This design comes from an exercise in tuning for small area on the open sky130 flow, not from production work. Function was checked by simulation only, so behaviour that the tests miss may differ from the original. No driver is modelled on the clock port, so clocking that relies on it looks cheaper here than on a real chip. No activity file was given, so power comes from the tool's default toggle rates.

**flow/config.mk**
```make
export PLATFORM = sky130hd
export DESIGN_NAME = sixAxisCtrl
export DESIGN_NICKNAME = sixAxisCtrl
export VERILOG_FILES = /design/flow/design.v
export SDC_FILE = /design/flow/constraint.sdc
export NUM_CORES = 4
export LEC_CHECK = 0
export CAP_MARGIN = 20
export CORE_MARGIN = 2
export CORE_UTILIZATION = 40
export CTS_CLUSTER_DIAMETER = 80
export CTS_CLUSTER_SIZE = 25
export SLEW_MARGIN = 20
```
**flow/constraint.sdc**
```tcl
create_clock -name core_clock -period 10.0 [get_ports {clk}]
set_input_delay 2.0000 -clock core_clock [delete_from_list [all_inputs] [get_ports {clk}]]
set_output_delay 2.0000 -clock core_clock [all_outputs]
set_load 0.01 [all_outputs]
```
**flow/design.v**
```verilog
package motionPkg;
	localparam int POSITION_WIDTH = 16;
	localparam int ACCUM_WIDTH = 32;
	localparam int PHASE_COUNT_WIDTH = 16;
	typedef logic signed [POSITION_WIDTH-1:0] positionT;
	typedef logic signed [POSITION_WIDTH-1:0] limitT;
	typedef logic signed [ACCUM_WIDTH-1:0] accelT;
	typedef logic [ACCUM_WIDTH-1:0] velocityT;
	typedef logic [31:0] sampleCountT;
	localparam limitT LIMIT_MIN = {1'b1, {(POSITION_WIDTH-1){1'b0}}};
	localparam limitT LIMIT_MAX = {1'b0, {(POSITION_WIDTH-1){1'b1}}};
	typedef enum logic [1:0] {
		IDLE = 2'd0,
		ACCEL = 2'd1,
		CRUISE = 2'd2,
		DECEL = 2'd3
	} profileStateT;
endpackage
package regMapPkg;
	localparam int WORD_ADDR_MSB = 9;
	localparam int WORD_ADDR_LSB = 2;
	localparam int AXIS_BLOCK_WORDS = 8;
	localparam int OFFSET_BITS = $clog2(AXIS_BLOCK_WORDS);
	typedef enum logic [OFFSET_BITS-1:0] {
		REG_CONTROL = 3'd0,
		REG_ACCEL = 3'd1,
		REG_ACCEL_SAMPLES = 3'd2,
		REG_CRUISE_SAMPLES = 3'd3,
		REG_LIMITS = 3'd4,
		REG_POSITION = 3'd5,
		REG_STATUS = 3'd6
	} regOffsetT;
	localparam int GLOBAL_BASE = 64;
	localparam int GPOUT_WORD = GLOBAL_BASE;
	localparam int CTRL_START_BIT = 0;
	localparam int CTRL_FORWARD_BIT = 1;
	localparam int LIMIT_HI_LSB = 16;
	localparam int STATUS_BUSY_BIT = 0;
	localparam int STATUS_ALARM_BIT = 1;
endpackage
`timescale 1ns/1ps
module phaseGen
#(
	parameter int PHASE_PERIOD = 200
)
(
	input	logic	clk,
	input	logic	rst,
	output	logic	ph1,
	output	logic	ph2,
	output	logic	ph3,
	output	logic	digitOdd,
	output	logic	[$clog2(PHASE_PERIOD)-4:0]	passIndex,
	output	logic	digitFirst,
	output	logic	digitLast
);
	localparam int W = $clog2(PHASE_PERIOD);
	logic [W-1:0] phaseCount;
	always_ff @(posedge clk)
	begin
		if (rst || phaseCount == W'(PHASE_PERIOD - 1))
			phaseCount <= '0;
		else
			phaseCount <= phaseCount + W'(1);
	end
	assign ph1 = (phaseCount == W'(1));
	assign ph2 = (phaseCount == W'(2));
	assign ph3 = (phaseCount == W'(3));
	assign digitOdd = phaseCount[0];
	assign passIndex = phaseCount[W-1:3];
	assign digitFirst = (phaseCount[2:0] == 3'd0);
	assign digitLast = (phaseCount[2:0] == 3'd7);
endmodule
`timescale 1ns/1ps
module profileGen
(
	input	logic			clk,
	input	logic			rst,
	input	logic			ph1,
	input	logic			ph2,
	input	logic			ph3,
	input	logic			digitOdd,
	input	logic			digitLast,
	input	logic			slotPass1,
	input	logic			slotPass2,
	input	logic			prgmReq,
	input	logic			prgmForward,
	input	logic			prgmNzAccel,
	input	logic			prgmNzCruise,
	input	motionPkg::accelT			prgmAccel,
	input	motionPkg::sampleCountT	prgmAccelSamples,
	input	motionPkg::sampleCountT	prgmCruiseSamples,
	input	logic	[3:0]	aluVelocity,
	input	logic	[3:0]	aluAccum,
	input	logic	[3:0]	aluTicks,
	input	logic	[3:0]	aluReload,
	input	logic			aluCarry,
	input	logic			aluZero,
	output	logic	[3:0]	digitVelocity,
	output	logic	[3:0]	digitAccum,
	output	logic	[3:0]	digitTicks,
	output	logic	[3:0]	digitAccel,
	output	logic	[3:0]	digitAccelSamples,
	output	logic	[3:0]	digitCruiseSamples,
	output	logic			isAccel,
	output	logic			isDecel,
	output	logic			fresh,
	output	logic			moveNzCruise,
	output	logic			prgmAck,
	output	logic			busy,
	output	logic			stepStrobe,
	output	logic			stepDir
);
	motionPkg::profileStateT state;
	logic [31:0] ringAccel;
	logic [31:0] ringAccelSamples;
	logic [31:0] ringCruiseSamples;
	logic [31:0] ringVelocity;
	logic [31:0] ringAccum;
	logic [31:0] ringTicks;
	logic moveNzAccel;
	logic stepCarry;
	logic lastTick;
	logic load;
	logic doPass1;
	logic doPass2;
	logic [3:0] velTail;
	logic [3:0] accTail;
	logic [3:0] tickTail;
	assign isAccel = (state == motionPkg::ACCEL);
	assign isDecel = (state == motionPkg::DECEL);
	assign busy = (state != motionPkg::IDLE);
	assign prgmAck = ph1 && prgmReq && !busy;
	assign load = ph1 && !busy;
	assign stepStrobe = ph3 && busy && !fresh && stepCarry;
	assign doPass1 = slotPass1 && busy;
	assign doPass2 = slotPass2 && busy && lastTick;
	assign digitVelocity = ringVelocity[3:0];
	assign digitAccum = ringAccum[3:0];
	assign digitTicks = ringTicks[3:0];
	assign digitAccel = ringAccel[3:0];
	assign digitAccelSamples = ringAccelSamples[3:0];
	assign digitCruiseSamples = ringCruiseSamples[3:0];
	assign velTail = doPass1 ? aluVelocity : ringVelocity[3:0];
	assign accTail = doPass1 ? aluAccum : ringAccum[3:0];
	assign tickTail = doPass1 ? aluTicks : (doPass2 ? aluReload : ringTicks[3:0]);
	function automatic logic [3:0] paramTail(input logic [3:0] digit);
		paramTail = busy ? digit : {4{!digitOdd}};
	endfunction
	always_ff @(posedge clk)
	begin
		ringAccel <= ~({paramTail(ringAccel[3:0]), ringAccel[31:4]}
			| ({32{load}} & {prgmAccel[7:0], prgmAccel[31:8]}));
		ringAccelSamples <= ~({paramTail(ringAccelSamples[3:0]), ringAccelSamples[31:4]}
			| ({32{load}} & {prgmAccelSamples[7:0], prgmAccelSamples[31:8]}));
		ringCruiseSamples <= ~({paramTail(ringCruiseSamples[3:0]), ringCruiseSamples[31:4]}
			| ({32{load}} & {prgmCruiseSamples[7:0], prgmCruiseSamples[31:8]}));
		ringVelocity <= {velTail, ringVelocity[31:4]};
		ringAccum <= {accTail, ringAccum[31:4]};
		ringTicks <= {tickTail, ringTicks[31:4]};
		if (slotPass1 && digitLast)
		begin
			stepCarry <= aluCarry;
			lastTick <= aluZero;
		end
		if (prgmAck)
		begin
			moveNzAccel <= prgmNzAccel;
			moveNzCruise <= prgmNzCruise;
		end
	end
	always_ff @(posedge clk)
	begin
		if (rst)
		begin
			state <= motionPkg::IDLE;
			stepDir <= 1'b0;
			fresh <= 1'b0;
		end
		else
		begin
			if (ph2 && fresh)
				stepDir <= prgmForward;
			if (prgmAck)
				fresh <= 1'b1;
			else if (slotPass1 && digitLast)
				fresh <= 1'b0;
			if (prgmAck)
			begin
				if (prgmNzAccel)
					state <= motionPkg::ACCEL;
				else if (prgmNzCruise)
					state <= motionPkg::CRUISE;
			end
			else if (ph1 && lastTick)
			begin
				case (state)
					motionPkg::ACCEL: state <= moveNzCruise ? motionPkg::CRUISE : motionPkg::DECEL;
					motionPkg::CRUISE: state <= moveNzAccel ? motionPkg::DECEL : motionPkg::IDLE;
					motionPkg::DECEL: state <= motionPkg::IDLE;
					default:
					begin
					end
				endcase
			end
		end
	end
endmodule
module profileAlu
(
	input	logic			clk,
	input	logic			digitFirst,
	input	logic			digitOdd,
	input	logic	[3:0]	digitVelocity,
	input	logic	[3:0]	digitAccum,
	input	logic	[3:0]	digitTicks,
	input	logic	[3:0]	digitAccel,
	input	logic	[3:0]	digitAccelSamples,
	input	logic	[3:0]	digitCruiseSamples,
	input	logic			isAccel,
	input	logic			isDecel,
	input	logic			fresh,
	input	logic			moveNzCruise,
	output	logic	[3:0]	aluVelocity,
	output	logic	[3:0]	aluAccum,
	output	logic	[3:0]	aluTicks,
	output	logic	[3:0]	aluReload,
	output	logic			aluCarry,
	output	logic			aluZero
);
	logic velCarry;
	logic accCarry;
	logic tickBorrow;
	logic tickZero;
	logic [3:0] accelDigit;
	logic [3:0] accelSamplesDigit;
	logic [3:0] cruiseSamplesDigit;
	logic [3:0] velIn;
	logic [3:0] accIn;
	logic [3:0] tickIn;
	logic [3:0] accelOp;
	logic [4:0] velSum;
	logic [4:0] accSum;
	logic [4:0] tickDiff;
	assign accelDigit = digitAccel ^ {4{!digitOdd}};
	assign accelSamplesDigit = digitAccelSamples ^ {4{!digitOdd}};
	assign cruiseSamplesDigit = digitCruiseSamples ^ {4{!digitOdd}};
	assign velIn = fresh ? 4'd0 : digitVelocity;
	assign accIn = fresh ? 4'd0 : digitAccum;
	assign tickIn = fresh ? (isAccel ? accelSamplesDigit : cruiseSamplesDigit) : digitTicks;
	assign accelOp = isAccel ? accelDigit : (isDecel ? ~accelDigit : 4'd0);
	assign velSum = {1'b0, velIn} + {1'b0, accelOp} + {4'd0, digitFirst ? isDecel : velCarry};
	assign accSum = {1'b0, accIn} + {1'b0, velSum[3:0]} + {4'd0, digitFirst ? 1'b0 : accCarry};
	assign tickDiff = {1'b0, tickIn} - {4'd0, digitFirst ? 1'b1 : tickBorrow};
	assign aluVelocity = velSum[3:0];
	assign aluAccum = accSum[3:0];
	assign aluTicks = tickDiff[3:0];
	assign aluCarry = accSum[4];
	assign aluZero = (digitFirst || tickZero) && (tickDiff[3:0] == 4'd0);
	assign aluReload = (isAccel && moveNzCruise) ? cruiseSamplesDigit : accelSamplesDigit;
	always_ff @(posedge clk)
	begin
		velCarry <= velSum[4];
		accCarry <= accSum[4];
		tickBorrow <= tickDiff[4];
		tickZero <= aluZero;
	end
endmodule
`timescale 1ns/1ps
module travelLimiter
(
	input	logic		clk,
	input	logic		rst,
	input	logic		stepStrobe,
	input	logic		stepDir,
	input	logic		setEnable,
	input	logic		alarmClear,
	input	motionPkg::positionT	setPosition,
	input	motionPkg::limitT		limitLo,
	input	motionPkg::limitT		limitHi,
	output	logic		mStep,
	output	logic		mDir,
	output	logic		alarm,
	output	motionPkg::positionT	position
);
	logic atHiLimit;
	logic atLoLimit;
	logic limitHit;
	logic stepPass;
	assign mDir = stepDir;
	assign atHiLimit = (position == limitHi) && stepDir;
	assign atLoLimit = (position == limitLo) && !stepDir;
	assign limitHit = stepStrobe && (atHiLimit || atLoLimit);
	assign stepPass = stepStrobe && !alarm && !atHiLimit && !atLoLimit;
	always_ff @(posedge clk)
	begin
		if (rst)
		begin
			mStep <= 1'b0;
			alarm <= 1'b0;
			position <= '0;
		end
		else
		begin
			mStep <= stepPass;
			if (limitHit)
				alarm <= 1'b1;
			else if (alarmClear)
				alarm <= 1'b0;
			if (setEnable)
				position <= setPosition;
			else if (stepPass)
			begin
				if (stepDir)
					position <= position + motionPkg::positionT'(1);
				else
					position <= position - motionPkg::positionT'(1);
			end
		end
	end
endmodule
`timescale 1ns/1ps
module hostRegs
#(
	parameter int NUM_AXES = 6,
	parameter int GPOUT_WIDTH = 4
)
(
	input	logic								clk,
	input	logic								rst,
	input	logic								plbEn,
	input	logic								plbRd,
	input	logic								plbWr,
	input	logic			[31:0]				plbAddr,
	input	logic			[31:0]				plbWrData,
	output	logic								plbReady,
	output	logic			[31:0]				plbRdData,
	output	logic			[NUM_AXES-1:0]		prgmReq,
	output	logic			[NUM_AXES-1:0]		prgmForward,
	output	motionPkg::accelT			[NUM_AXES-1:0]		prgmAccel,
	output	motionPkg::sampleCountT	[NUM_AXES-1:0]		prgmAccelSamples,
	output	motionPkg::sampleCountT	[NUM_AXES-1:0]		prgmCruiseSamples,
	output	logic			[NUM_AXES-1:0]		setEnable,
	output	motionPkg::positionT					setPosition,
	output	logic			[NUM_AXES-1:0]		prgmNzAccel,
	output	logic			[NUM_AXES-1:0]		prgmNzCruise,
	output	motionPkg::limitT			[NUM_AXES-1:0]		limitLo,
	output	motionPkg::limitT			[NUM_AXES-1:0]		limitHi,
	output	logic			[NUM_AXES-1:0]		alarmClear,
	input	logic			[NUM_AXES-1:0]		prgmAck,
	input	logic			[NUM_AXES-1:0]		busy,
	input	logic			[NUM_AXES-1:0]		alarm,
	input	motionPkg::positionT		[NUM_AXES-1:0]		position,
	output	logic			[GPOUT_WIDTH-1:0]	gpout
);
	localparam int WORD_BITS = regMapPkg::WORD_ADDR_MSB - regMapPkg::WORD_ADDR_LSB + 1;
	logic [WORD_BITS-1:0] wordAddr;
	logic [WORD_BITS-regMapPkg::OFFSET_BITS-1:0] axisIdx;
	regMapPkg::regOffsetT offset;
	logic isGpout;
	logic wrStrobe;
	logic rdStrobe;
	logic [NUM_AXES-1:0] axisWr;
	logic [NUM_AXES-1:0] axisRd;
	logic [NUM_AXES-1:0] ctrlWrOk;
	logic [31:0] readWord;
	logic [31:0] limitData;
	assign wordAddr = plbAddr[regMapPkg::WORD_ADDR_MSB:regMapPkg::WORD_ADDR_LSB];
	assign axisIdx = wordAddr[WORD_BITS-1:regMapPkg::OFFSET_BITS];
	assign offset = regMapPkg::regOffsetT'(wordAddr[regMapPkg::OFFSET_BITS-1:0]);
	assign isGpout = (wordAddr == WORD_BITS'(regMapPkg::GPOUT_WORD));
	assign wrStrobe = plbEn && plbWr;
	assign rdStrobe = plbEn && plbRd;
	always_comb
	begin
		readWord = '0;
		if (rdStrobe && isGpout)
			readWord[GPOUT_WIDTH-1:0] = gpout;
		for (int n = 0; n < NUM_AXES; n++)
		begin
			axisWr[n] = wrStrobe && (axisIdx == n);
			ctrlWrOk[n] = axisWr[n] && (offset == regMapPkg::REG_CONTROL) && !busy[n] && !prgmReq[n];
			axisRd[n] = rdStrobe && (axisIdx == n);
			readWord[regMapPkg::CTRL_FORWARD_BIT] = readWord[regMapPkg::CTRL_FORWARD_BIT]
				| (axisRd[n] && (offset == regMapPkg::REG_CONTROL) && prgmForward[n]);
			readWord = readWord
				| ({32{axisRd[n] && (offset == regMapPkg::REG_ACCEL)}} & prgmAccel[n])
				| ({32{axisRd[n] && (offset == regMapPkg::REG_ACCEL_SAMPLES)}} & prgmAccelSamples[n])
				| ({32{axisRd[n] && (offset == regMapPkg::REG_CRUISE_SAMPLES)}} & prgmCruiseSamples[n])
				| ({32{axisRd[n] && (offset == regMapPkg::REG_LIMITS)}} & {limitHi[n], limitLo[n]})
				| ({32{axisRd[n] && (offset == regMapPkg::REG_POSITION)}} & 32'($signed(position[n])));
			readWord[regMapPkg::STATUS_BUSY_BIT] = readWord[regMapPkg::STATUS_BUSY_BIT]
				| (axisRd[n] && (offset == regMapPkg::REG_STATUS) && (busy[n] || prgmReq[n]));
			readWord[regMapPkg::STATUS_ALARM_BIT] = readWord[regMapPkg::STATUS_ALARM_BIT]
				| (axisRd[n] && (offset == regMapPkg::REG_STATUS) && alarm[n]);
		end
	end
	always_ff @(posedge clk)
	begin
		if (rst)
		begin
			plbReady <= 1'b0;
			plbRdData <= '0;
			gpout <= '0;
			prgmReq <= '0;
			setEnable <= '0;
			alarmClear <= '0;
		end
		else
		begin
			plbReady <= plbEn;
			plbRdData <= readWord;
			if (wrStrobe && isGpout)
				gpout <= plbWrData[GPOUT_WIDTH-1:0];
			for (int n = 0; n < NUM_AXES; n++)
			begin
				setEnable[n] <= axisWr[n] && (offset == regMapPkg::REG_POSITION);
				alarmClear[n] <= axisWr[n] && (offset == regMapPkg::REG_STATUS)
					&& plbWrData[regMapPkg::STATUS_ALARM_BIT];
				if (prgmAck[n])
					prgmReq[n] <= 1'b0;
				else if (ctrlWrOk[n] && plbWrData[regMapPkg::CTRL_START_BIT])
					prgmReq[n] <= 1'b1;
			end
		end
	end
	always_ff @(posedge clk)
		setPosition <= plbWrData[motionPkg::POSITION_WIDTH-1:0];
	assign limitData = rst ? {motionPkg::LIMIT_MAX, motionPkg::LIMIT_MIN} : plbWrData;
	always_ff @(posedge clk)
	begin
		for (int n = 0; n < NUM_AXES; n++)
		begin
			if (rst || (axisWr[n] && (offset == regMapPkg::REG_LIMITS)))
			begin
				limitLo[n] <= limitData[motionPkg::POSITION_WIDTH-1:0];
				limitHi[n] <= limitData[regMapPkg::LIMIT_HI_LSB +: motionPkg::POSITION_WIDTH];
			end
		end
	end
	always_ff @(posedge clk)
	begin
		for (int n = 0; n < NUM_AXES; n++)
		begin
			if (ctrlWrOk[n])
				prgmForward[n] <= plbWrData[regMapPkg::CTRL_FORWARD_BIT];
			if (axisWr[n])
			begin
				case (offset)
					regMapPkg::REG_ACCEL: prgmAccel[n] <= motionPkg::accelT'(plbWrData);
					regMapPkg::REG_ACCEL_SAMPLES:
					begin
						prgmAccelSamples[n] <= plbWrData;
						prgmNzAccel[n] <= (plbWrData != '0);
					end
					regMapPkg::REG_CRUISE_SAMPLES:
					begin
						prgmCruiseSamples[n] <= plbWrData;
						prgmNzCruise[n] <= (plbWrData != '0);
					end
					default:
					begin
					end
				endcase
			end
		end
	end
endmodule
`timescale 1ns/1ps
module sixAxisCtrl
#(
	parameter int NUM_AXES = 6,
	parameter int PHASE_PERIOD = 200,
	parameter int GPOUT_WIDTH = 4
)
(
	input	logic						clk,
	input	logic						rst,
	input	logic						plbEn,
	input	logic						plbRd,
	input	logic						plbWr,
	input	logic	[31:0]				plbAddr,
	input	logic	[31:0]				plbWrData,
	output	logic						plbReady,
	output	logic	[31:0]				plbRdData,
	output	logic	[NUM_AXES-1:0]		mAlarm,
	output	logic	[NUM_AXES-1:0]		mDir,
	output	logic	[NUM_AXES-1:0]		mStep,
	output	logic	[GPOUT_WIDTH-1:0]	gpout
);
	logic ph1;
	logic ph2;
	logic ph3;
	logic digitOdd;
	localparam int PASS_BITS = $clog2(PHASE_PERIOD) - 3;
	logic [PASS_BITS-1:0] passIndex;
	logic digitFirst;
	logic digitLast;
	logic [NUM_AXES-1:0] prgmReq;
	logic [NUM_AXES-1:0] prgmAck;
	logic [NUM_AXES-1:0] prgmForward;
	motionPkg::accelT [NUM_AXES-1:0] prgmAccel;
	motionPkg::sampleCountT [NUM_AXES-1:0] prgmAccelSamples;
	motionPkg::sampleCountT [NUM_AXES-1:0] prgmCruiseSamples;
	logic [NUM_AXES-1:0] busy;
	logic [NUM_AXES-1:0] setEnable;
	motionPkg::positionT setPosition;
	logic [NUM_AXES-1:0] prgmNzAccel;
	logic [NUM_AXES-1:0] prgmNzCruise;
	motionPkg::limitT [NUM_AXES-1:0] limitLo;
	motionPkg::limitT [NUM_AXES-1:0] limitHi;
	logic [NUM_AXES-1:0] alarmClear;
	motionPkg::positionT [NUM_AXES-1:0] position;
	logic [NUM_AXES-1:0] stepStrobe;
	logic [NUM_AXES-1:0] stepDir;
	logic [NUM_AXES-1:0] slotPass1;
	logic [NUM_AXES-1:0] slotPass2;
	logic [NUM_AXES-1:0][3:0] axVelocity;
	logic [NUM_AXES-1:0][3:0] axAccum;
	logic [NUM_AXES-1:0][3:0] axTicks;
	logic [NUM_AXES-1:0][3:0] axAccel;
	logic [NUM_AXES-1:0][3:0] axAccelSamples;
	logic [NUM_AXES-1:0][3:0] axCruiseSamples;
	logic [NUM_AXES-1:0] axIsAccel;
	logic [NUM_AXES-1:0] axIsDecel;
	logic [NUM_AXES-1:0] axFresh;
	logic [NUM_AXES-1:0] axNzCruise;
	logic [3:0] selVelocity;
	logic [3:0] selAccum;
	logic [3:0] selTicks;
	logic [3:0] selAccel;
	logic [3:0] selAccelSamples;
	logic [3:0] selCruiseSamples;
	logic selIsAccel;
	logic selIsDecel;
	logic selFresh;
	logic selNzCruise;
	logic [3:0] aluVelocity;
	logic [3:0] aluAccum;
	logic [3:0] aluTicks;
	logic [3:0] aluReload;
	logic aluCarry;
	logic aluZero;
	phaseGen #(
		.PHASE_PERIOD		(PHASE_PERIOD)
	) phases (
		.clk				(clk),
		.rst				(rst),
		.ph1				(ph1),
		.ph2				(ph2),
		.ph3				(ph3),
		.digitOdd			(digitOdd),
		.passIndex			(passIndex),
		.digitFirst			(digitFirst),
		.digitLast			(digitLast)
	);
	hostRegs #(
		.NUM_AXES			(NUM_AXES),
		.GPOUT_WIDTH		(GPOUT_WIDTH)
	) regs (
		.clk				(clk),
		.rst				(rst),
		.plbEn				(plbEn),
		.plbRd				(plbRd),
		.plbWr				(plbWr),
		.plbAddr			(plbAddr),
		.plbWrData			(plbWrData),
		.plbReady			(plbReady),
		.plbRdData			(plbRdData),
		.prgmReq			(prgmReq),
		.prgmForward		(prgmForward),
		.prgmAccel			(prgmAccel),
		.prgmAccelSamples	(prgmAccelSamples),
		.prgmCruiseSamples	(prgmCruiseSamples),
		.setEnable			(setEnable),
		.setPosition		(setPosition),
		.prgmNzAccel		(prgmNzAccel),
		.prgmNzCruise		(prgmNzCruise),
		.limitLo			(limitLo),
		.limitHi			(limitHi),
		.alarmClear			(alarmClear),
		.prgmAck			(prgmAck),
		.busy				(busy),
		.alarm				(mAlarm),
		.position			(position),
		.gpout				(gpout)
	);
	always_comb
	begin
		selVelocity = '0;
		selAccum = '0;
		selTicks = '0;
		selAccel = '0;
		selAccelSamples = '0;
		selCruiseSamples = '0;
		selIsAccel = 1'b0;
		selIsDecel = 1'b0;
		selFresh = 1'b0;
		selNzCruise = 1'b0;
		for (int n = 0; n < NUM_AXES; n++)
		begin
			slotPass1[n] = (passIndex == PASS_BITS'(n + 1));
			slotPass2[n] = (passIndex == PASS_BITS'(n + 1 + NUM_AXES));
			if (slotPass1[n] || slotPass2[n])
			begin
				selVelocity = selVelocity | axVelocity[n];
				selAccum = selAccum | axAccum[n];
				selTicks = selTicks | axTicks[n];
				selAccel = selAccel | axAccel[n];
				selAccelSamples = selAccelSamples | axAccelSamples[n];
				selCruiseSamples = selCruiseSamples | axCruiseSamples[n];
				selIsAccel = selIsAccel | axIsAccel[n];
				selIsDecel = selIsDecel | axIsDecel[n];
				selFresh = selFresh | axFresh[n];
				selNzCruise = selNzCruise | axNzCruise[n];
			end
		end
	end
	profileAlu alu (
		.clk				(clk),
		.digitFirst			(digitFirst),
		.digitOdd			(digitOdd),
		.digitVelocity		(selVelocity),
		.digitAccum			(selAccum),
		.digitTicks			(selTicks),
		.digitAccel			(selAccel),
		.digitAccelSamples	(selAccelSamples),
		.digitCruiseSamples	(selCruiseSamples),
		.isAccel			(selIsAccel),
		.isDecel			(selIsDecel),
		.fresh				(selFresh),
		.moveNzCruise		(selNzCruise),
		.aluVelocity		(aluVelocity),
		.aluAccum			(aluAccum),
		.aluTicks			(aluTicks),
		.aluReload			(aluReload),
		.aluCarry			(aluCarry),
		.aluZero			(aluZero)
	);
	for (genvar n = 0; n < NUM_AXES; n++)
	begin : gAxis
		profileGen profile (
			.clk				(clk),
			.rst				(rst),
			.ph1				(ph1),
			.ph2				(ph2),
			.ph3				(ph3),
			.digitOdd			(digitOdd),
			.digitLast			(digitLast),
			.slotPass1			(slotPass1[n]),
			.slotPass2			(slotPass2[n]),
			.prgmReq			(prgmReq[n]),
			.prgmForward		(prgmForward[n]),
			.prgmNzAccel		(prgmNzAccel[n]),
			.prgmNzCruise		(prgmNzCruise[n]),
			.prgmAccel			(prgmAccel[n]),
			.prgmAccelSamples	(prgmAccelSamples[n]),
			.prgmCruiseSamples	(prgmCruiseSamples[n]),
			.aluVelocity		(aluVelocity),
			.aluAccum			(aluAccum),
			.aluTicks			(aluTicks),
			.aluReload			(aluReload),
			.aluCarry			(aluCarry),
			.aluZero			(aluZero),
			.digitVelocity		(axVelocity[n]),
			.digitAccum			(axAccum[n]),
			.digitTicks			(axTicks[n]),
			.digitAccel			(axAccel[n]),
			.digitAccelSamples	(axAccelSamples[n]),
			.digitCruiseSamples	(axCruiseSamples[n]),
			.isAccel			(axIsAccel[n]),
			.isDecel			(axIsDecel[n]),
			.fresh				(axFresh[n]),
			.moveNzCruise		(axNzCruise[n]),
			.prgmAck			(prgmAck[n]),
			.busy				(busy[n]),
			.stepStrobe			(stepStrobe[n]),
			.stepDir			(stepDir[n])
		);
		travelLimiter limiter (
			.clk				(clk),
			.rst				(rst),
			.stepStrobe			(stepStrobe[n]),
			.stepDir			(stepDir[n]),
			.setEnable			(setEnable[n]),
			.alarmClear			(alarmClear[n]),
			.setPosition		(setPosition),
			.limitLo			(limitLo[n]),
			.limitHi			(limitHi[n]),
			.mStep				(mStep[n]),
			.mDir				(mDir[n]),
			.alarm				(mAlarm[n]),
			.position			(position[n])
		);
	end
endmodule
```
**flow/run.sh**
```bash
#!/bin/bash
# synth_recipe.tcl (not shown) runs the flow's synth.tcl, then flattens the netlist and writes it again
# the make line also repeats each setting of config.mk as NAME=value (left out here)
make -C /OpenROAD-flow-scripts/flow DESIGN_CONFIG=/design/flow/config.mk WORK_HOME=/design/flow/orfs CLKGATE_MAP_FILE= SYNTH_SCRIPT=/design/flow/synth_recipe.tcl finish
```
==> results of run 1 <==
## through the flow
stage | util [%] | instances | total power [W] | instance area [um2] | hold WS, ns
6_report | 44.7 | 8374 | 0.0159 | 82000 | 0.295
3_3_place_gp | 42.8 | 8164 | 0.0108 | 78400 | 0.310
5_1_grt | 44.7 | 8357 | 0.0162 | 82000 | 0.314
4_1_cts | 44.7 | 8355 | 0.0159 | 81900 | 0.298
3_5_place_dp | 42.8 | 8164 | 0.0108 | 78400 | 0.312
2_1_floorplan | - | 5745 | 0.0103 | 74000 | 0.310
## metal layers
layer / wire (um) / vias up / share of wire (%) / track usage (%)
met1: 107000 / 25300 / 38 / 37.4
li1: - / 21400 / - / -
met4: 21600 / 12 / 7.7 / 18.7
met3: 32500 / 713 / 12 / 8.42
met5: 92 / - / 0.033 / 0.104
met2: 119000 / 3247 / 43 / 43.0
## logic make-up after synthesis
kind of cell | after synthesis | share of synthesized area [%]
buf+inv | 369 | 1.99
fa+ha+maj | 107 | 1.91
simple gates | 1004 | 6.52
flops | 2177 | 69.8
mux | 148 | 2.11
xor+xnor | 297 | 3.52
compound gates | 1643 | 14.1
## power by group through the flow
stage                     Clock, W  Sequential, W  Combinational, W
final                      0.00521        0.00991          0.000738
after global routing       0.00556        0.00993          0.000764
after CTS                  0.00525        0.00990          0.000711
after detailed placement         0         0.0101          0.000707
after global placement           0         0.0101          0.000700
after floorplan                  0        0.00993          0.000366
## worst max-delay path, delay by kind of cell
family / cells / cell delay, ns
buf+inv: 2 / 1.23
simple gates: 5 / 2.56
compound gates: 2 / 1.00
## cell usage in the layout (no fill, tap or decap), types with 82 or more instances in the layout
cell type,count
a21oi_1,766
a221oi_1,101
a22o_1,85
a22oi_1,269
buf_4,151
clkbuf_16,111
clkdlybuf4s50_1,98
dfxtp_1,1365
edfxtp_1,810
ha_1,97
mux2i_1,82
nand2_1,281
nand3_1,128
nor2_1,195
o21ai_0,165
xnor2_1,205
xor2_1,91
## cell type report
type                       instances  area, um2  area share, %
inverter                          74        278          0.339
sequential                      2177      51700           63.0
tap                             2464       3080           3.76
multi-input combinational       3199      21300           25.9
clock inverter                    33        519          0.633
clock buffer                     158       2960           3.61
timing repair buffer             252       2150           2.63
antenna                           17       42.5         0.0519
## flip-flops by register name, indices dropped and copies added (netlist names), 192 cells and up
| signal | count |
|---|---|
| gAxis.profile.ringCruiseSamples | 192 |
| regs.prgmAccel | 192 |
| regs.prgmAccelSamples | 192 |
| gAxis.profile.ringAccel | 192 |
| gAxis.profile.ringAccelSamples | 192 |
| regs.prgmCruiseSamples | 192 |
| gAxis.profile.ringAccum | 192 |
| gAxis.profile.ringVelocity | 192 |
| gAxis.profile.ringTicks | 192 |
## worst min path at each step
stage / from / slack, ns / depth (start not counted) / end
6_report: gAxis[1].profile.ringVelocity[6]$_DFF_P_ / 0.29 / 0 / gAxis[1].profile.ringVelocity[2]$_DFF_P_
5_1_grt: gAxis[1].profile.ringVelocity[6]$_DFF_P_ / 0.31 / 0 / gAxis[1].profile.ringVelocity[2]$_DFF_P_
4_1_cts: gAxis[1].profile.ringVelocity[6]$_DFF_P_ / 0.30 / 0 / gAxis[1].profile.ringVelocity[2]$_DFF_P_
3_5_place_dp: gAxis[0].profile.ringTicks[27]$_DFF_P_ / 0.31 / 0 / gAxis[0].profile.ringTicks[23]$_DFF_P_
3_3_place_gp: gAxis[1].profile.ringTicks[22]$_DFF_P_ / 0.31 / 0 / gAxis[1].profile.ringTicks[18]$_DFF_P_
2_1_floorplan: gAxis[0].profile.ringAccum[4]$_DFF_P_ / 0.31 / 0 / gAxis[0].profile.ringAccum[0]$_DFF_P_
==> key figures, run 1 <==
Finish
  – Layout area overhead: 10.8%
  – Layout cells sized above 1: 8.06%
  – # fillers: 16.8k
  – Nets@finish: 5,988

Logic synthesis
  – Synth top area share: 37.0%
  – Dominant synthesized flop cell: dfxtp_1
  – Mapped Nets: 5,921
  – Cell accounting for the most synthesized area: dfxtp_1
  – Post-synthesis cell count: 5,745
  – Async SR Flop Fraction: 0%
  – Synth unique cells: 81
  – Warnings, synthesis: 6
  – Syn avg cell area: 12.9 um2
  – Sequential area share after synthesis: 69.8%
  – Most numerous cell in the Yosys netlist: dfxtp_1
  – Post-synth EDFFs: 810
  – Synth Cell Area: 74,000 um2
  – Synthesized flop and latch total: 2,177
  – Top cells by area, synth: dfxtp_1 (37%), edfxtp_1 (33%), a21oi_1 (5.2%)
  – Synth cell count leaders: dfxtp_1 (1,367), edfxtp_1 (810), a21oi_1 (767), nand2_1 (281), a22oi_1 (269)

STA
  – Sum Neg Setup Slack: 0 ns
  – Final setup margin: 3.79 ns
  – Worst clock skew: 0.102 ns
  – Worst-margin pin slew: 1.35 ns
  – Final setup fails: 0
  – Final Cycle Share: 62.1%
  – Tmin final: 6.21 ns
  – Final hold violation count: 0
  – Max Freq: 161 MHz
  – Slew headroom: 9.83%
  – RSZ-0062 raised after global routing: false
  – Max Transition Viols Final: 0

Global route
  – Tot GR Track Use: 29.2%
  – Largest net degree at the start of global routing: 82
  – Grt total ovfl: 0
  – Initial antenna violation count: 18
  – Vias in the first global route: 47.5k
  – First-pass GRT wire length: 380 mm

Worst setup path
  – Worst Reg-to-Reg Cells: 18
  – Worst r2r dst: gAxis[5].profile.ringAccum[31]$_DFF_P_
  – Crit. End Element: register
  – R2R Setup Slk: 4.20 ns
  – Setup crit end: regs.plbRdData[2]$_SDFF_PP0_
  – Critical Path AT: 6.85 ns
  – Delay of the slowest cell on the worst path: 1.06 ns
  – Setup CP Type: in2reg
  – CP startpoint: plbAddr[4]
  – Slowest stage cell, crit path: nor4_1
  – Startpoint Class: input pin
  – Worst path required time: 10.64 ns
  – Worst-path maximum fanout: 21
  – Worst r2r src: phases.phaseCount[3]$_SDFF_PP0_
  – CP cell instances: clkdlybuf4s50_1 -> nor2b_1 -> nand3_1 -> nor2_4 -> buf_4 -> a221oi_1 -> nand4_1 -> nor4_1 -> a31oi_1

Die
  – Core Area: 183,000 um2
  – Row cnt: 157
  – Die X: 434 um
  – Area of the die: 188,000 um2
  – I/O pins: 124
  – Initial Utilization: 40.3%
  – Chip Height: 434 um

Job
  – Max Cap Violations: 0

Drt
  – Vias: 50.6k
  – DRT antenna net count: 0
  – Vias/cell: 6.04
  – Detailed-route DRC error count: 0
  – Avg WL per Cell: 33.5 um
  – Routed WL: 280 mm
  – DR pass1 iterations: 10
  – DR iter-0 viols: 8,237

Clock network
  – Hold buffers post-CTS: 0
  – Clk buf depth: 3
  – Root buffer cell: clkbuf_16
  – Clock slew at reported path FFs: 0.09 ns
  – CTS tree: built
  – Post-CTS Repair Setup Buffers: 0
  – Inserted Clock Buffers: 108
  – CTS H-tree depth: 3
  – Clk Latency, worst-skew pair: 0.85 ns
  – Total clock sinks: 2,177
  – Gates resized, CTS repair: 0

Worst hold path
  – Hold Path Class: reg2reg

Pwr
  – Pint: 0.0120 W
  – Clock share of power: 32.9%
  – Pwr dens: 193 nW/um2
  – Comb pwr share: 4.7%
  – Switch Pwr: 0.00382 W
  – LEAKAGE: 29.1 nW
  – Seq pwr share: 62.5%
  – Switching portion of total power: 24.1%
  – VDD IR-drop max: 0.000166 V

Placement
  – DP HPWL: 197 mm
  – Final GP Congestion: 1.06
  – Pre-CTS WS: 3.45 ns
  – PortBufs: 99

Outcome
  – Status: finished clean
==> inputs of run 2 (changes only) <==
==> flow/flow/run.sh (new file) <==
#!/bin/bash
# Own layout flow: the standard flow (standard.sh, unchanged synthesis,
# floorplan, placement and routing) with two changes to the cells it adds:
#  - clock tree: larger sink clusters and no dummy loads
#    (clock_tree_synthesis -dont_use_dummy_load)
#  - port buffers: the smallest buffer, sky130_fd_sc_hd__buf_1
# Every step's full output stays in orfs/logs/; make's output goes to standard.log.
set -euo pipefail
export CTS_ARGS="-sink_clustering_enable -repair_clock_nets -dont_use_dummy_load -sink_clustering_size 25 -sink_clustering_max_diameter 80"
export BUFFER_PORTS_ARGS="-buffer_cell sky130_fd_sc_hd__buf_1"
bash standard.sh > standard.log 2>&1
==> flow/standard.sh (new file) <==
#!/bin/bash
# synth_recipe.tcl (not shown) runs the flow's synth.tcl, then flattens the netlist and writes it again
# the make line also repeats each setting of config.mk as NAME=value (left out here)
make -C /OpenROAD-flow-scripts/flow DESIGN_CONFIG=/design/flow/config.mk WORK_HOME=/design/flow/orfs CLKGATE_MAP_FILE= SYNTH_SCRIPT=/design/flow/synth_recipe.tcl "${@:-finish}"
--- a/flow/config.mk
+++ b/flow/config.mk
@@ -8,6 +8,4 @@
 export CAP_MARGIN = 20
 export CORE_MARGIN = 2
 export CORE_UTILIZATION = 40
-export CTS_CLUSTER_DIAMETER = 80
-export CTS_CLUSTER_SIZE = 25
 export SLEW_MARGIN = 20
removed: flow/run.sh
==> run 2 against run 1 <==
  * Non-clock buffer count did not move
  * Critical path type is now reg2reg
  * Clock skew increased by 0.016 ns
  * Area after synthesis is the same
  * Register-to-register slack lost 0.097 ns
  * Maximum frequency increased by 5.3%
  * Sequential share of layout area is 1.1 points higher
  * Setup slack improved by 0.31 ns
==> key figures, run 2 <==
Outcome
  – Status: finished clean

Global route
  – Vias in the first global route: 47.5k (-0.053%)
  – First-pass GRT wire length: 379 mm (-0.16%)
  – Tot GR Track Use: 29.0% (-0.15 points)
  – Largest net degree at the start of global routing: 74 (-9.8%)
  – Grt total ovfl: 0 (unchanged)
  – Initial antenna violation count: 29 (+11)

Worst setup path
  – CP cell instances: buf_4 -> buf_4 -> or3b_2 -> nor2_2 -> buf_4 -> a22oi_1 -> o21ai_0 -> a221oi_1 -> xnor2_1 -> mux2i_1 -> fa_1 -> inv_1 -> fa_1 -> xor2_1 -> inv_1 -> ha_1 -> a21oi_1 -> xnor2_1 -> mux2_2
  – Startpoint Class: register
  – Setup crit end: gAxis[3].profile.ringAccum[31]$_DFF_P_
  – Worst path required time: 10.69 ns (+0.05 ns)
  – CP dominant cell by count: buf_4
  – Worst-path maximum fanout: 21 (unchanged)
  – R2R Setup Slk: 4.10 ns (-0.10 ns)
  – Critical path depth: 19 (+10)
  – CP startpoint: phases.phaseCount[3]$_SDFF_PP0_
  – Critical Path AT: 6.59 ns (-0.26 ns)
  – Worst Reg-to-Reg Cells: 19 (+1)
  – Slowest stage cell, crit path: a221oi_1
  – Delay of the slowest cell on the worst path: 1.02 ns (-0.04 ns)
  – Worst r2r dst: gAxis[3].profile.ringAccum[31]$_DFF_P_
  – Crit. End Element: register
  – Crit-path leading delay family: compound AO/OA/AOI/OAI gates
  – Setup CP Type: reg2reg
  – Worst Path Buf+Inv: 5 (+3)
  – Worst r2r src: phases.phaseCount[3]$_SDFF_PP0_

Clock network
  – Hold buffers post-CTS: 0 (unchanged)
  – Post-CTS Repair Setup Buffers: 0 (unchanged)
  – Total clock sinks: 2,177 (unchanged)
  – Clock slew at reported path FFs: 0.10 ns (about the same)
  – CTS tree: built
  – Inserted Clock Buffers: 107 (-0.93%)
  – Gates resized, CTS repair: 0 (unchanged)
  – Clk Latency, worst-skew pair: 0.83 ns (-0.02 ns)

Worst hold path
  – Hold Path Class: reg2reg

Logic synthesis
  – Syn avg cell area: 12.9 um2 (unchanged)
  – Post-synthesis cell count: 5,745 (unchanged)
  – Post-synth EDFFs: 810 (unchanged)
  – Dominant synthesized flop cell: dfxtp_1
  – Synthesized flop and latch total: 2,177 (unchanged)
  – Cell accounting for the most synthesized area: dfxtp_1
  – Most numerous cell in the Yosys netlist: dfxtp_1
  – Sequential area share after synthesis: 69.8% (unchanged)
  – Synth Cell Area: 74,000 um2 (unchanged)
  – Async SR Flop Fraction: 0% (unchanged)
  – Synth top area share: 37.0% (unchanged)
  – Synth cell count leaders: dfxtp_1 (1,367), edfxtp_1 (810), a21oi_1 (767), nand2_1 (281), a22oi_1 (269)
  – Mapped Nets: 5,921 (unchanged)
  – Warnings, synthesis: 6 (unchanged)
  – Synth unique cells: 81 (unchanged)
  – Top cells by area, synth: dfxtp_1 (37%), edfxtp_1 (33%), a21oi_1 (5.2%)

Placement
  – DP HPWL: 195 mm (-1.1%)
  – Final GP Congestion: 1.07 (+1.2%)
  – Placed Cells: 8,166 (+0.024%)
  – PortBufs: 99 (unchanged)
  – Pre-CTS WS: 3.97 ns (+0.519 ns)

Drt
  – Routed WL: 278 mm (-0.77%)
  – Vias/cell: 6.12 (+1.3%)
  – Avg WL per Cell: 33.6 um (+0.30%)
  – DR pass1 iterations: 7 (-3)
  – DRT antenna net count: 0 (unchanged)
  – Detailed-route DRC error count: 0 (unchanged)
  – DR iter-0 viols: 8,260 (+0.28%)
  – Vias: 50.7k (+0.25%)

STA
  – Final setup fails: 0 (unchanged)
  – Final setup margin: 4.10 ns (+0.312 ns)
  – Max Transition Viols Final: 0 (unchanged)
  – Worst-margin pin slew: 1.36 ns (+0.0160 ns)
  – RSZ-0062 raised after global routing: false
  – Sum Neg Setup Slack: 0 ns (unchanged)
  – Worst clock skew: 0.118 ns (+0.0158 ns)
  – Max Freq: 170 MHz (+5.3%)
  – Final hold violation count: 0 (unchanged)
  – Final Cycle Share: 59.0% (-3.1 points)
  – Tmin final: 5.90 ns (-0.312 ns)
  – Slew headroom: 8.76% (-1.1 points)

Pwr
  – Pwr dens: 189 nW/um2 (-2.1%)
  – LEAKAGE: 28.5 nW (-2.0%)
  – VDD IR-drop max: 0.000170 V (+2.4%)

Die
  – Chip Height: 434 um (unchanged)
  – Die X: 434 um (unchanged)
  – Row cnt: 157 (unchanged)
  – I/O pins: 124 (unchanged)
  – Area of the die: 188,000 um2 (unchanged)
  – Core Area: 183,000 um2 (unchanged)
  – Initial Utilization: 40.3% (unchanged)

Finish
  – Most frequent cells in the layout: dfxtp_1 (1,365), edfxtp_1 (810), a21oi_1 (766)
  – Layout cells sized above 1: 7.61% (-0.45 points)
  – Layout area overhead: 8.85%
  – Non-Filler Instances: 8,285 (-1.1%)
  – Commonest non-fill, non-tap cell in the layout: dfxtp_1
  – Nets@finish: 5,987 (-0.017%)
  – # fillers: 16.9k (+0.58%)

Job
  – Max Cap Violations: 0 (unchanged)
==> run 2: cell counts after synthesis <==
Identical to the previous run, type by type.
==> run 2: cell type report <==
class | instances | area (um2) | share of cell area [%]
timing repair buffer | 252 | 1530 | 1.90
antenna | 12 | 30.0 | 0.0373
sequential | 2177 | 51700 | 64.2
clock buffer | 107 | 2680 | 3.32
inverter | 74 | 278 | 0.345
tap | 2464 | 3080 | 3.83
multi-input combinational | 3199 | 21300 | 26.4
==> run 2: how the worst min path moves through the flow <==
stage,start,endpoint,slack (ns),cells past startpoint
floorplan,gAxis[0].profile.ringAccum[4]$_DFF_P_,gAxis[0].profile.ringAccum[0]$_DFF_P_,0.31,0
global placement,gAxis[4].profile.ringTicks[10]$_DFF_P_,gAxis[4].profile.ringTicks[6]$_DFF_P_,0.31,0
detailed placement,gAxis[3].profile.ringAccum[31]$_DFF_P_,gAxis[3].profile.ringAccum[27]$_DFF_P_,0.31,0
CTS,gAxis[0].profile.ringAccum[6]$_DFF_P_,gAxis[0].profile.ringAccum[2]$_DFF_P_,0.27,0
global route,gAxis[5].profile.ringAccum[26]$_DFF_P_,gAxis[5].profile.ringAccum[22]$_DFF_P_,0.28,0
finish,gAxis[5].profile.ringAccum[26]$_DFF_P_,gAxis[5].profile.ringAccum[22]$_DFF_P_,0.26,0
==> run 2: cells by family (layout without fill, tap and decap cells) <==
kind of cell / count (synthesis) / after routing / synth area share (%)
buf+inv: 369 / 433 / 1.99
flops: 2177 / 2177 / 69.8
mux: 148 / 148 / 2.11
fa+ha+maj: 107 / 107 / 1.91
other cells: 0 / 12 / 0
compound gates: 1643 / 1643 / 14.1
xor+xnor: 297 / 297 / 3.52
simple gates: 1004 / 1004 / 6.52
==> run 2: metrics by stage <==
stage	cell area, um2	total power, W	hold slack [ns]	util (%)
floorplan	74000	0.0103	0.310	-
global placement	77900	0.0108	0.310	42.4
detailed placement	77900	0.0108	0.312	42.4
CTS	80500	0.0152	0.267	43.9
global route	80500	0.0156	0.277	43.9
finish	80600	0.0152	0.262	43.9
==> run 2: worst reg2reg max path, cell delays in order, from the launching register on <==
cell and delay, ns:
dfxtp_2 0.32, buf_4 0.25, buf_4 0.31, or3b_2 0.28
nor2_2 0.04, buf_4 0.22, a22oi_1 0.17, o21ai_0 0.12
a221oi_1 1.02, xnor2_1 0.24, mux2i_1 0.26, fa_1 0.23
inv_1 0.06, fa_1 0.46, xor2_1 0.50, inv_1 0.11
ha_1 0.36, a21oi_1 0.09, xnor2_1 0.48, mux2_2 0.28
==> run 2: power breakdown <==
part | switching [W] | total [W] | internal (W)
Sequential | 0.000296 | 0.00991 | 0.00961
Clock | 0.00271 | 0.00462 | 0.00190
Combinational | 0.000527 | 0.000722 | 0.000195
==> run 2: metal layers <==
layer,track usage [%],vias up,part of all wire (%)
met3,8.81,781,13
met2,42.0,3460,41
met1,37.5,25200,38
met5,0,-,0.054
met4,18.9,20,8.4
li1,-,21300,-
==> inputs of run 3 (changes only) <==
--- a/flow/design.v
+++ b/flow/design.v
@@ -361,6 +361,9 @@
 	logic wrStrobe;
 	logic rdStrobe;
 	logic [NUM_AXES-1:0] axisWr;
+	logic posWrQ;
+	logic clearWrQ;
+	logic [2:0] wrAxisQ;
 	logic [NUM_AXES-1:0] axisRd;
 	logic [NUM_AXES-1:0] ctrlWrOk;
 	logic [31:0] readWord;
@@ -397,26 +400,22 @@
 	end
 	always_ff @(posedge clk)
 	begin
+		plbReady <= plbEn;
+		plbRdData <= readWord;
+		posWrQ <= (|axisWr) && (offset == regMapPkg::REG_POSITION);
+		clearWrQ <= (|axisWr) && (offset == regMapPkg::REG_STATUS)
+			&& plbWrData[regMapPkg::STATUS_ALARM_BIT];
 		if (rst)
 		begin
-			plbReady <= 1'b0;
-			plbRdData <= '0;
 			gpout <= '0;
 			prgmReq <= '0;
-			setEnable <= '0;
-			alarmClear <= '0;
 		end
 		else
 		begin
-			plbReady <= plbEn;
-			plbRdData <= readWord;
 			if (wrStrobe && isGpout)
 				gpout <= plbWrData[GPOUT_WIDTH-1:0];
 			for (int n = 0; n < NUM_AXES; n++)
 			begin
-				setEnable[n] <= axisWr[n] && (offset == regMapPkg::REG_POSITION);
-				alarmClear[n] <= axisWr[n] && (offset == regMapPkg::REG_STATUS)
-					&& plbWrData[regMapPkg::STATUS_ALARM_BIT];
 				if (prgmAck[n])
 					prgmReq[n] <= 1'b0;
 				else if (ctrlWrOk[n] && plbWrData[regMapPkg::CTRL_START_BIT])
@@ -425,7 +424,18 @@
 		end
 	end
 	always_ff @(posedge clk)
+	begin
 		setPosition <= plbWrData[motionPkg::POSITION_WIDTH-1:0];
+		wrAxisQ <= axisIdx[2:0];
+	end
+	always_comb
+	begin
+		for (int n = 0; n < NUM_AXES; n++)
+		begin
+			setEnable[n] = posWrQ && (wrAxisQ == 3'(n));
+			alarmClear[n] = clearWrQ && (wrAxisQ == 3'(n));
+		end
+	end
 	assign limitData = rst ? {motionPkg::LIMIT_MAX, motionPkg::LIMIT_MIN} : plbWrData;
 	always_ff @(posedge clk)
 	begin
--- a/flow/config.mk
+++ b/flow/config.mk
@@ -7,5 +7,6 @@
 export LEC_CHECK = 0
 export CAP_MARGIN = 20
 export CORE_MARGIN = 2
-export CORE_UTILIZATION = 40
+export CORE_UTILIZATION = 65
+export PLACE_DENSITY = 0.75
 export SLEW_MARGIN = 20
==> run 3 against run 2 <==
  * Setup slack worse by 0.64 ns
  * Via count up 3.4%
  * Count of clock-buffer cells in the layout down 8
  * Cell count down 13%
  * Maximum frequency down 9.8%
  * Hold slack better by 0.035 ns
  * Sequential share of layout area up 1.2 points
  * Global-route usage up 20 points
  * Sequential cell count down 7
  * Combinational power down 6.9%
  * Largest cell class unchanged
  * Highest routed layer unchanged
==> key figures, run 3 <==
Finish
  – Layout area overhead: 7.19%
  – Most frequent cells in the layout: dfxtp_1 (1,358), edfxtp_1 (810), a21oi_1 (778)
  – # fillers: 7,765 (-54%)
  – Nets@finish: 5,917 (-1.2%)
  – Non-Filler Instances: 7,244 (-13%)
  – Post-Route Utilization: 70.2% (+26 points)
  – Area occupied by multi-input gates: 21,200 um2 (-0.33%)
  – Sequential Area: 51,600 um2 (-0.27%)
  – Layout cells sized above 1: 7.68% (+0.075 points)
  – Commonest non-fill, non-tap cell in the layout: dfxtp_1

Clock network
  – Post-CTS Repair Setup Buffers: 0 (unchanged)
  – Gates resized, CTS repair: 0 (unchanged)
  – Hold buffers post-CTS: 0 (unchanged)
  – CTS tree: built
  – Total clock sinks: 2,170 (-0.32%)
  – Inserted Clock Buffers: 99 (-7.5%)
  – Clock slew at reported path FFs: 0.10 ns (about the same)
  – Clk Latency, worst-skew pair: 0.78 ns (-0.05 ns)

Die
  – Area of the die: 116,000 um2 (-38%)
  – Die X: 341 um (-22%)
  – Initial Utilization: 65.5% (+25 points)
  – Core Area: 112,000 um2 (-39%)
  – I/O pins: 124 (unchanged)
  – Row cnt: 123 (-22%)
  – Chip Height: 341 um (-22%)

Pwr
  – Comb pwr share: 4.5% (-0.2 points)
  – LEAKAGE: 28.7 nW (+0.50%)
  – Pint: 0.0115 W (-1.9%)
  – Switching portion of total power: 23.1% (-0.089 points)
  – VDD IR-drop max: 0.000232 V (+37%)
  – Power, Total: 0.0149 W (-2.0%)
  – Clock share of power: 29.4% (-0.9 points)
  – Switch Pwr: 0.00345 W (-2.3%)
  – Seq pwr share: 66.1% (+1.1 points)
  – Pwr dens: 189 nW/um2 (about the same)

Worst setup path
  – Critical Path AT: 7.08 ns (+0.49 ns)
  – Startpoint Class: register
  – Worst path required time: 10.54 ns (-0.15 ns)
  – Worst-path maximum fanout: 13 (-38%)
  – Setup CP Type: reg2reg
  – Worst Reg-to-Reg Cells: 15 (-4)
  – R2R Setup Slk: 3.46 ns (-0.64 ns)
  – Crit. End Element: register

STA
  – Max Freq: 153 MHz (-9.8%)
  – Final setup fails: 0 (unchanged)
  – Worst-margin pin slew: 1.39 ns (+0.0251 ns)
  – Worst clock skew: 0.0860 ns (-0.0322 ns)
  – Final hold violation count: 0 (unchanged)
  – RSZ-0062 raised after global routing: false
  – Sum Neg Setup Slack: 0 ns (unchanged)
  – Slew headroom: 6.44% (-2.3 points)
  – Final Cycle Share: 65.4% (+6.4 points)
  – Tmin final: 6.54 ns (+0.641 ns)
  – Max Transition Viols Final: 0 (unchanged)

Drt
  – Detailed-route DRC error count: 0 (unchanged)
  – Vias/cell: 7.24 (+18%)
  – Routed WL: 289 mm (+4.0%)
  – DR pass1 iterations: 9 (+2)
  – Avg WL per Cell: 39.9 um (+19%)
  – DR iter-0 viols: 9,431 (+14%)
  – DRT antenna net count: 0 (unchanged)
  – Vias: 52.5k (+3.4%)

Logic synthesis
  – Synth top area share: 37.0% (about the same)
  – Synth unique cells: 77 (-4.9%)
  – Multiplexer share of the synthesized area: 2.09% (-0.027 points)
  – Async SR Flop Fraction: 0% (unchanged)
  – Sequential area share after synthesis: 70.0% (+0.20 points)
  – Mapped Nets: 5,850 (-1.2%)
  – Post-synthesis cell count: 5,674 (-1.2%)
  – Synthesized flop and latch total: 2,170 (-0.32%)
  – Post-synth EDFFs: 810 (unchanged)
  – Dominant synthesized flop cell: dfxtp_1
  – Synth Area in Compound Gates: 14.1% (about the same)
  – Main combinational cell family by area after synthesis: compound AO/OA/AOI/OAI gates
  – Cell accounting for the most synthesized area: dfxtp_1
  – Syn avg cell area: 13.0 um2 (+0.69%)
  – Xor/xnor share of the synthesized area: 3.57% (+0.047 points)
  – Top cells by area, synth: dfxtp_1 (37%), edfxtp_1 (33%), a21oi_1 (5.3%)
  – Simple-Gate Fraction of Synth Area: 6.39% (-0.13 points)
  – Synth cell count leaders: dfxtp_1 (1,360), edfxtp_1 (810), a21oi_1 (779), nor2_1 (307), a22oi_1 (294)
  – Synth Cell Area: 73,600 um2 (-0.55%)
  – Post-Synth Adder-Cell Area: 1.92% (+0.011 points)
  – Most numerous cell in the Yosys netlist: dfxtp_1
  – Warnings, synthesis: 6 (unchanged)

Global route
  – Largest net degree at the start of global routing: 135 (+82%)
  – Vias in the first global route: 49.3k (+3.7%)
  – Tot GR Track Use: 49.1% (+20 points)
  – Grt total ovfl: 0 (unchanged)
  – First-pass GRT wire length: 389 mm (+2.6%)
  – Initial antenna violation count: 9 (-69%)

Placement
  – DP HPWL: 192 mm (-1.1%)
  – Placed Cells: 7,139 (-13%)
  – PortBufs: 99 (unchanged)
  – Final GP Congestion: 1.11 (+2.9%)

Worst hold path
  – Hold depth: 0 (unchanged)
  – Hold Path Class: reg2reg

Outcome
  – Status: finished clean

Job
  – Max Cap Violations: 0 (unchanged)
[run 3: layout make-up]
cell class                 count  area share [%]
multi-input combinational   3161            26.9
timing repair buffer         256            2.00
tap                         1500            2.38
sequential                  2170            65.3
antenna                        5          0.0159
inverter                      53           0.252
clock buffer                  99            3.14
[run 3: routing by layer]
metal  routed length (um)  global-route usage (%)  vias up
met2               118000                    69.4     4986
met5                  127                       0        -
met1                96700                    62.0    25200
met3                46400                    18.1     1254
li1                     -                       -    21000
met4                28000                    36.1       12
[run 3: cell families (layout without fill, tap and decap cells)]
logic type | after synthesis | in the layout
DFF | 2170 | 2170
other | 0 | 5
and+or+nand+nor | 978 | 978
buffers and inverters | 343 | 408
muxes | 145 | 145
adders and majority gates | 107 | 107
AOI/OAI and AO/OA | 1633 | 1633
xor gates and xnor gates | 298 | 298
[run 3: power groups by stage]
stage	logic (W)	clock network (W)	registers [W]
after floorplan	0.000326	0	0.00985
after global placement	0.000610	0	0.0100
after detailed placement	0.000626	0	0.0100
after CTS	0.000633	0.00436	0.00984
after global routing	0.000681	0.00463	0.00988
final	0.000672	0.00440	0.00987
[run 3: final timing paths]
kind,to,from
setup / recovery,gAxis[1].profile.ringAccum[30]$_DFF_P_,phases.phaseCount[4]$_SDFF_PP0_
hold / removal,gAxis[5].profile.ringTicks[23]$_DFF_P_,gAxis[5].profile.ringTicks[27]$_DFF_P_
setup reg to reg,gAxis[1].profile.ringAccum[30]$_DFF_P_,phases.phaseCount[4]$_SDFF_PP0_
hold reg to reg,gAxis[5].profile.ringTicks[23]$_DFF_P_,gAxis[5].profile.ringTicks[27]$_DFF_P_
[run 3: worst max-delay path: stages (launching register included)]
cell      delay, ns
dfxtp_1        0.50
xnor2_1        0.58
and3b_1        0.41
a22oi_1        0.23
o21ai_0        0.19
a221oi_1       0.96
xnor2_1        0.22
mux2i_1        0.23
fa_1           0.23
inv_1          0.07
fa_1           0.48
xor2_1         0.57
inv_1          0.14
ha_1           0.39
xnor2_1        0.87
o21ai_0        0.29
[run 3: metrics by stage]
stage / setup slack (ns) / area (um2) / hold slack, ns
2_1_floorplan: 5.23 / 73600 / 0.310
3_3_place_gp: 4.12 / 76400 / 0.310
3_5_place_dp: 3.97 / 76400 / 0.312
4_1_cts: 3.81 / 78900 / 0.297
5_1_grt: 3.56 / 78900 / 0.314
6_report: 3.46 / 78900 / 0.297
==> inputs of run 4 (changes only) <==
==> flow/flow/run.sh (replaced) <==
#!/bin/bash
# Own layout flow: the standard flow (standard.sh: ORFS synthesis with the
# same registers, floorplan, placement, CTS, routing) with changes to how
# cells are chosen and added:
#  - synthesis maps the combinational logic with an area-oriented ABC script
#    (delay relaxed, three choice/mapping rounds); the registers come from
#    dfflibmap before ABC and are the standard synthesis's
#  - clock tree: larger sink clusters and no dummy loads
#    (clock_tree_synthesis -dont_use_dummy_load)
#  - port buffers: the smallest buffer, sky130_fd_sc_hd__buf_1
# Every step's full output stays in orfs/logs/; make's output goes to standard.log.
set -euo pipefail

# ORFS scripts with only the ABC mapping script replaced
rm -rf scripts_area
cp -r "$FLOW_HOME/scripts" scripts_area
R='&nf -R 1000 -p -F 8 -A 4 -C 32'
printf '&get -n\n&st\n&dch -f\n%s\n&st\n&dch -f\n%s\n&st\n&dch -f\n%s\n&put\n' "$R" "$R" "$R" > scripts_area/abc_speed.script
export SCRIPTS_DIR="$PWD/scripts_area"

export CTS_ARGS="-sink_clustering_enable -repair_clock_nets -dont_use_dummy_load -sink_clustering_size 25 -sink_clustering_max_diameter 80"
export BUFFER_PORTS_ARGS="-buffer_cell sky130_fd_sc_hd__buf_1"
bash standard.sh ${FLOW_TARGET:-finish} > standard.log 2>&1
==> run 4 against run 3 <==
  * Highest routed layer unchanged
  * Sequential cell count is the same
  * Clock power fell by 1%
  * Count of clock-buffer cells in the layout is 1 lower
  * Still clean on timing, DRC and antenna
  * Final area shrank 2.8%
  * Clock skew down 0.017 ns
  * Via count fell by 1.3%
  * Hold slack better by 0.0050 ns
==> key figures, run 4 <==
Placement
  – PortBufs: 99 (unchanged)
  – DP HPWL: 184 mm (-4.3%)
  – Pre-CTS WS: 4.46 ns (+0.490 ns)
  – Final GP Congestion: 1.10 (about the same)

Die
  – Core Area: 107,000 um2 (-4.4%)
  – Initial Utilization: 65.7% (+0.19 points)
  – Chip Height: 333 um (-2.1%)
  – Die X: 333 um (-2.1%)
  – Area of the die: 111,000 um2 (-4.1%)
  – I/O pins: 124 (unchanged)
  – Row cnt: 120 (-2.4%)

STA
  – Final hold violation count: 0 (unchanged)
  – Final setup margin: 4.25 ns (+0.787 ns)
  – RSZ-0062 raised after global routing: false
  – Sum Neg Setup Slack: 0 ns (unchanged)
  – Worst clock skew: 0.0690 ns (-0.0170 ns)
  – Worst Hold Slack: 0.302 ns (+0.00498 ns)
  – Max Freq: 174 MHz (+14%)
  – Slew headroom: 15.2% (+8.8 points)
  – Final Cycle Share: 57.5% (-7.9 points)
  – Worst-margin pin slew: 1.26 ns (-0.128 ns)
  – Tmin final: 5.75 ns (-0.787 ns)
  – Final setup fails: 0 (unchanged)
  – Max Transition Viols Final: 0 (unchanged)

Finish
  – Layout cells sized above 1: 6.06% (-1.6 points)
  – Post-Route Utilization: 71.5% (+1.2 points)
  – Most frequent cells in the layout: dfxtp_1 (1,360), edfxtp_1 (810), a21oi_1 (666)
  – Nets@finish: 5,637 (-4.7%)
  – Commonest non-fill, non-tap cell in the layout: dfxtp_1
  – Layout area overhead: 8.77%

Logic synthesis
  – Synth cell count leaders: dfxtp_1 (1,360), edfxtp_1 (810), a21oi_1 (666), a222oi_1 (247), nor2_1 (232)
  – Dominant synthesized flop cell: dfxtp_1
  – Synthesized flop and latch total: 2,170 (unchanged)
  – Multiplexer share of the synthesized area: 0.458% (-1.6 points)
  – Synth unique cells: 61 (-21%)
  – Post-Synth Adder-Cell Area: 2.00% (+0.084 points)
  – Top cells by area, synth: dfxtp_1 (39%), edfxtp_1 (34%), a21oi_1 (4.7%)
  – Synth top area share: 38.6% (+1.6 points)
  – Synth Area in Compound Gates: 15.3% (+1.1 points)
  – Sequential area share after synthesis: 73.1% (+3.0 points)
  – Post-synthesis cell count: 5,121 (-9.7%)
  – Post-synth EDFFs: 810 (unchanged)
  – Main combinational cell family by area after synthesis: compound AO/OA/AOI/OAI gates
  – Syn avg cell area: 13.8 um2 (+6.2%)
  – Warnings, synthesis: 6 (unchanged)
  – Mapped Nets: 5,297 (-9.5%)
  – Synth Cell Area: 70,500 um2 (-4.2%)
  – Xor/xnor share of the synthesized area: 1.87% (-1.7 points)
  – Most numerous cell in the Yosys netlist: dfxtp_1
  – Async SR Flop Fraction: 0% (unchanged)
  – Cell accounting for the most synthesized area: dfxtp_1
  – Simple-Gate Fraction of Synth Area: 6.42% (+0.030 points)

Global route
  – Grt total ovfl: 0 (unchanged)
  – Tot GR Track Use: 49.1% (about the same)
  – First-pass GRT wire length: 376 mm (-3.5%)
  – Largest net degree at the start of global routing: 74 (-45%)
  – Vias in the first global route: 49.1k (-0.41%)
  – Initial antenna violation count: 21 (+12)

Worst setup path
  – Setup CP Type: reg2reg
  – Worst path required time: 10.38 ns (-0.16 ns)
  – Critical Path AT: 6.13 ns (-0.95 ns)
  – Startpoint Class: register
  – Worst-path maximum fanout: 9 (-4)
  – Crit. End Element: register

Clock network
  – CTS tree: built
  – Gates resized, CTS repair: 0 (unchanged)
  – Total clock sinks: 2,170 (unchanged)
  – Inserted Clock Buffers: 98 (-1.0%)
  – Hold buffers post-CTS: 0 (unchanged)
  – Clk Latency, worst-skew pair: 0.76 ns (-0.02 ns)
  – Clock slew at reported path FFs: 0.09 ns (about the same)
  – Post-CTS Repair Setup Buffers: 0 (unchanged)

Drt
  – Vias/cell: 7.53 (+4.0%)
  – DRT antenna net count: 0 (unchanged)
  – Vias: 51.8k (-1.3%)
  – Detailed-route DRC error count: 0 (unchanged)
  – DR iter-0 viols: 11.2k (+19%)
  – Avg WL per Cell: 40.4 um (+1.1%)
  – Routed WL: 277 mm (-4.1%)
  – DR pass1 iterations: 13 (+4)

Pwr
  – Power, Total: 0.0149 W (-0.44%)
  – Pwr dens: 194 nW/um2 (+2.4%)
  – LEAKAGE: 27.2 nW (-5.1%)
  – VDD IR-drop max: 0.000224 V (-3.6%)

Job
  – Max Cap Violations: 0 (unchanged)

Outcome
  – Status: finished clean

Worst hold path
  – Hold Path Class: reg2reg
[run 4: cell types whose count changed in the layout (fill, tap and decap cells not counted), sizes merged, moves of 53 or more]
cell    change
a22oi     -112
a22o       -59
clkinv    +135
a222oi    +223
mux2i      -66
inv        -53
nor2       -76
xnor2      -98
a211oi     -84
a21oi     -114
[run 4: where the power goes]
part           switching [W]  internal (W)  total (W)
logic               0.000481      0.000169   0.000650
clock network        0.00258       0.00175    0.00434
registers           0.000319       0.00957    0.00989
total                0.00338        0.0115     0.0149
[run 4: logic make-up (layout without fill, tap and decap cells)]
kind of cell    count (synthesis)  after routing
buf+inv                       153            491
compound gates               1590           1590
flops                        2170           2170
xor+xnor                      151            151
other cells                     0              9
simple gates                  920            920
fa+ha+maj                     107            107
mux                            30             30
[run 4: final timing paths]
path	depth (start not counted)	slack, ns	endpoint	startpoint
setup reg to reg	15	4.25	gAxis[2].profile.stepCarry$_DFFE_PP_	phases.phaseCount[6]$_SDFF_PP0_
hold / removal	0	0.30	gAxis[3].profile.ringVelocity[15]$_DFF_P_	gAxis[3].profile.ringVelocity[19]$_DFF_P_
hold reg to reg	0	0.30	gAxis[3].profile.ringVelocity[15]$_DFF_P_	gAxis[3].profile.ringVelocity[19]$_DFF_P_
setup / recovery	15	4.25	gAxis[2].profile.stepCarry$_DFFE_PP_	phases.phaseCount[6]$_SDFF_PP0_
[run 4: per-stage QoR]
stage | area, um2 | instances
after floorplan | 70500 | 5121
after global placement | 74200 | 6764
after detailed placement | 74200 | 6764
after CTS | 76700 | 6862
after global routing | 76700 | 6862
final | 76700 | 6871
[run 4: area by class of cell]
class,count,area (um2)
Clock buffer,98,2450
Multi-Input combinational cell,2798,18900
Fill cell,7048,30600
Sequential cell,2170,51500
Inverter,135,507
Antenna cell,9,22.5
Tap cell,1403,1760
Timing Repair Buffer,258,1570
[run 4: critical path, cell delays in order (launching register included)]
cell	delay [ns]
dfxtp_1	0.46
or3b_1	0.35
nor3_1	0.12
or2_1	0.26
buf_4	0.23
a222oi_1	0.35
nand3_1	0.48
xnor2_1	0.73
mux2i_1	0.37
clkinv_1	0.13
fa_1	0.41
xor2_1	0.53
clkinv_1	0.15
ha_1	0.35
a21o_1	0.17
a21o_1	0.32
[run 4: metal layers]
metal	global-route usage [%]	part of all wire [%]	vias to the layer above
li1	-	-	20500
met1	62.2	33	24700
met2	69.1	41	5125
met3	20.2	17	1372
met4	33.2	8.8	26
met5	0.825	0.097	-

==> what the ideal ports hide <==
The results above use ideal ports. As a check the final layouts listed here were re-extracted and re-timed, cells and wires unchanged. Step 1, drivers: a clkbuf_16 drives clk and a buf_2 each remaining input, both assumed. Step 2 adds t to the input delays and takes it off the output delays; t is the mean of the earliest and latest rising clock arrival at the registers after step 1. Input paths then give back, and output paths get back, about the clock's delay inside the block. a / b / c = ideal / step 1 / step 2; a / b = the first two.
| run | shift t [ns] | setup WS [ns] | hold WS [ns] | pins driven straight from the clock port |
|---|---|---|---|---|
| run 1 | 0.876 | 3.792 / 3.845 / 2.969 | 0.295 / 0.295 / 0.295 | 1 |
| run 2 | 0.862 | 4.103 / 4.103 / 3.555 | 0.262 / 0.262 / 0.262 | 1 |
| run 3 | 0.810 | 3.462 / 3.462 / 3.462 | 0.297 / 0.297 / 0.297 | 1 |
| run 4 | 0.804 | 4.250 / 4.250 / 4.250 | 0.302 / 0.302 / 0.302 | 1 |
After both steps every run listed still meets setup and hold. The setup slack of run 1, which loses most, moves by +0.053 ns with the drivers and by -0.823 ns with both steps.
